This is an optimization exercise on Yosys and OpenROAD, whose aim is small area, a short achievable clock period and few clock cycles per item, not a production implementation. Only simulation tests tie the RTL to the original design; equivalence was not proved. Power is estimated from default activity; no workload was simulated.

// line_sensor_calibrate_normalize_marker_unit
module line_sensor_calibrate_normalize_marker_unit #(
  parameter int SENSOR_COUNT = lsn_pkg::SENSOR_COUNT_DEF
) (
  input  logic                          clk,
  input  logic                          rst,
  input  logic                          cfg_we,
  input  logic [lsn_pkg::CFG_IDX_W-1:0]  cfg_index,
  input  logic [lsn_pkg::CFG_DATA_W-1:0] cfg_data,
  input  logic                          in_valid,
  output logic                          in_ready,
  input  logic [lsn_pkg::CMD_W-1:0]     in_command,
  input  logic [lsn_pkg::IDX_W-1:0]     in_sensor_index,
  input  logic [lsn_pkg::SAMPLE_W-1:0]  in_raw_sample,
  output logic                          out_valid,
  input  logic                          out_ready,
  output logic [lsn_pkg::LEVEL_W-1:0]   out_normalized,
  output logic                          out_on_marker,
  output logic                          out_marker_edge,
  output logic [lsn_pkg::COUNT_W-1:0]   out_left_markers,
  output logic [lsn_pkg::COUNT_W-1:0]   out_right_markers
);
clock: 9.0 ns
lec_check: 0
abc_clock_period_in_ps: 3000
cap_margin: 20
core_margin: 2
core_utilization: 50
cts_buf_list: sky130_fd_sc_hd__clkbuf_16
cts_cluster_diameter: 100
cts_cluster_size: 24
place_density: 0.7
slew_margin: 20
tns_end_percent: 0
standard.sh (not shown) runs the stock make flow with config.mk's settings and CLKGATE_MAP_FILE= SYNTH_SCRIPT=/design/flow/synth_recipe.tcl, a recipe that flattens the netlist after the stock synthesis.
==> flow/flow/run.sh <==
#!/bin/bash
# Standard ORFS layout (the standard.sh, unchanged synthesis, floorplan,
# power grid, placement, CTS and routing) with two repair settings changed:
#  - MATCH_CELL_FOOTPRINT=0, so repair may resize the port buffers and other
#    cells to a different footprint (detailed placement runs after each repair).
# Full tool output goes to flow_make.log here; ORFS keeps per-step logs under
# orfs/logs.
set -euo pipefail
bash standard.sh SETUP_SLACK_MARGIN=6.6 MATCH_CELL_FOOTPRINT=0 finish > flow_make.log 2>&1
Testbench counts at the start, summed over its fixed seeds: cycles 4,648, items 4,576.
Edit:
--- a/flow/flow/run.sh
+++ b/flow/flow/run.sh
@@ -7,3 +7,3 @@
 # orfs/logs.
 set -euo pipefail
-bash standard.sh SETUP_SLACK_MARGIN=6.6 MATCH_CELL_FOOTPRINT=0 finish > flow_make.log 2>&1
+bash standard.sh SETUP_SLACK_MARGIN=5.9 MATCH_CELL_FOOTPRINT=0 finish > flow_make.log 2>&1
Settings changed: CTS_CLUSTER_DIAMETER 100 to 110, CTS_CLUSTER_SIZE 24 to 28, TNS_END_PERCENT 0 to 100.
Effect: The changed run produced a clean layout. Combinational power drops slightly. Die area is unchanged. Final area climbs slightly. Worst setup slack loses 0.089 ns. Global-route usage climbs by 0.79 points. Area after synthesis does not change. Via count climbs slightly. Cell count climbs slightly. Non-clock buffer count climbs by 18. Total power drops slightly.
Edit:
==> flow/flow/run.sh (replaced) <==
#!/bin/bash
# Standard ORFS layout; the only change is a larger setup repair margin so that
# timing repair keeps working below the 9 ns constraint (the clock period and
# all constraints are the standard flow's own). Full tool output goes to flow_make.log here;
# ORFS keeps per-step logs under orfs/logs.
set -euo pipefail
bash standard.sh SETUP_SLACK_MARGIN=6.0 MATCH_CELL_FOOTPRINT=0 finish > flow_make.log 2>&1
Settings changed: CTS_BUF_LIST sky130_fd_sc_hd__clkbuf_16 to sky130_fd_sc_hd__clkbuf_8, CTS_CLUSTER_DIAMETER 110 to default, CTS_CLUSTER_SIZE 28 to default, PLACE_DENSITY 0.7 to default, TNS_END_PERCENT 100 to 20.
After rerunning: Final cell count is higher by 4.7%; final area went up by 3.5%; die area does not change; synthesized cell count stays the same.

========
Setup of old:
Starting RTL as in the previous note.
clock: 9.0 ns
lec_check: 0
abc_clock_period_in_ps: 3000
cap_margin: 20
core_margin: 2
core_utilization: 60
cts_buf_list: sky130_fd_sc_hd__clkbuf_16
cts_cluster_diameter: 100
cts_cluster_size: 24
place_density: 0.78
slew_margin: 20
tns_end_percent: 100
==> flow/flow/run.sh <==
#!/bin/bash
# Standard ORFS layout (the standard.sh, unchanged synthesis, floorplan,
# power grid, placement, CTS and routing) with two repair settings changed:
#  - MATCH_CELL_FOOTPRINT=0, so repair may resize the port buffers and other
#    cells to a different footprint (detailed placement runs after each repair).
# Full tool output goes to flow_make.log here; ORFS keeps per-step logs under
# orfs/logs.
set -euo pipefail
bash standard.sh SETUP_SLACK_MARGIN=5.9 MATCH_CELL_FOOTPRINT=0 finish > flow_make.log 2>&1
Testbench counts of old, summed over its fixed seeds: cycles 4,648, items 4,576.
Input changes introduced in new (baseline for comparison: old):
# old
export LEC_CHECK = 0
export ABC_CLOCK_PERIOD_IN_PS = 3000
export CAP_MARGIN = 20
export CORE_MARGIN = 2
export CORE_UTILIZATION = 60
export CTS_BUF_LIST = sky130_fd_sc_hd__clkbuf_16
export CTS_CLUSTER_DIAMETER = 100
export CTS_CLUSTER_SIZE = 24
export PLACE_DENSITY = 0.78
export SLEW_MARGIN = 20
export TNS_END_PERCENT = 100
create_clock -name core_clock -period 9.0 [get_ports {clk}]
# new
export LEC_CHECK = 0
export ABC_CLOCK_PERIOD_IN_PS = 3000
export CAP_MARGIN = 20
export CORE_MARGIN = 2
export CORE_UTILIZATION = 50
export CTS_BUF_LIST = sky130_fd_sc_hd__clkbuf_16
export CTS_CLUSTER_DIAMETER = 100
export CTS_CLUSTER_SIZE = 24
export PLACE_DENSITY = 0.7
export SLEW_MARGIN = 20
export TNS_END_PERCENT = 100
create_clock -name core_clock -period 9.0 [get_ports {clk}]
==> flow/flow/run.sh <==
#!/bin/bash
# Standard ORFS layout; the only change is a larger setup repair margin so that
# timing repair keeps working below the 9 ns constraint (the clock period and
# all constraints are the standard flow's own). Full tool output goes to flow_make.log here;
# ORFS keeps per-step logs under orfs/logs.
set -euo pipefail
bash standard.sh SETUP_SLACK_MARGIN=5.9 MATCH_CELL_FOOTPRINT=0 finish > flow_make.log 2>&1
==> summary.txt <==
Initial cell density of the core, old and new: smaller value in new
Taking old as the reference, in new average routed wire per standard cell down about 4%; utilization down 11 points; hold slack down 0.0071 ns.
Fraction of area in registers is higher on old
Of old and new, old shows the higher multi-input logic portion of the cell area, with new below it.
Number of non-clock buffers in the layout ended up 6 higher on new than on old.
Delta (new minus old): power of the sequential group essentially unchanged, chip height increased about 9%, number of different library cells in the post-synthesis netlist essentially unchanged.

-- port drivers added, routing unchanged --
No port has a modelled driver above. Below, the same layouts with a new extraction and two added sets of constraints.
Step 1: set_driving_cell puts a clkbuf_16 on clk and a buf_2 on each other input, an assumption about the parent block.
Step 2 times the ports against the registers' clock, not the clock port: input delays grow and output delays shrink by t, the midpoint of the rising clock arrivals with the driver on.
Slacks: no drivers / after step 1 / after step 2; pairs: no drivers / after step 1.
run | t (ns) | slack for setup (ns) | worst setup path at the end | worst register clock-pin slew, ns | pins driven straight from the clock port
the first run of note 1 | 0.668 | 5.936 / 5.946 / 5.308 | input to register | 0.10 / 0.10 | 1
the second run of note 1 | 0.671 | 5.847 / 5.886 / 5.215 | input to register | 0.11 / 0.11 | 1
the third run of note 1 | 0.841 | 5.846 / 5.790 / 5.051 | input to register | 0.07 / 0.07 | 1
old | 0.672 | 5.801 / 5.837 / 5.165 | input to register | 0.10 / 0.10 | 1
new | 0.669 | 5.901 / 5.923 / 5.272 | input to register | 0.10 / 0.10 | 1
After both steps every run listed still meets setup and hold. For the third run of note 1, which loses most, drivers alone change the setup slack by -0.056 ns; drivers and shift together by -0.795 ns.
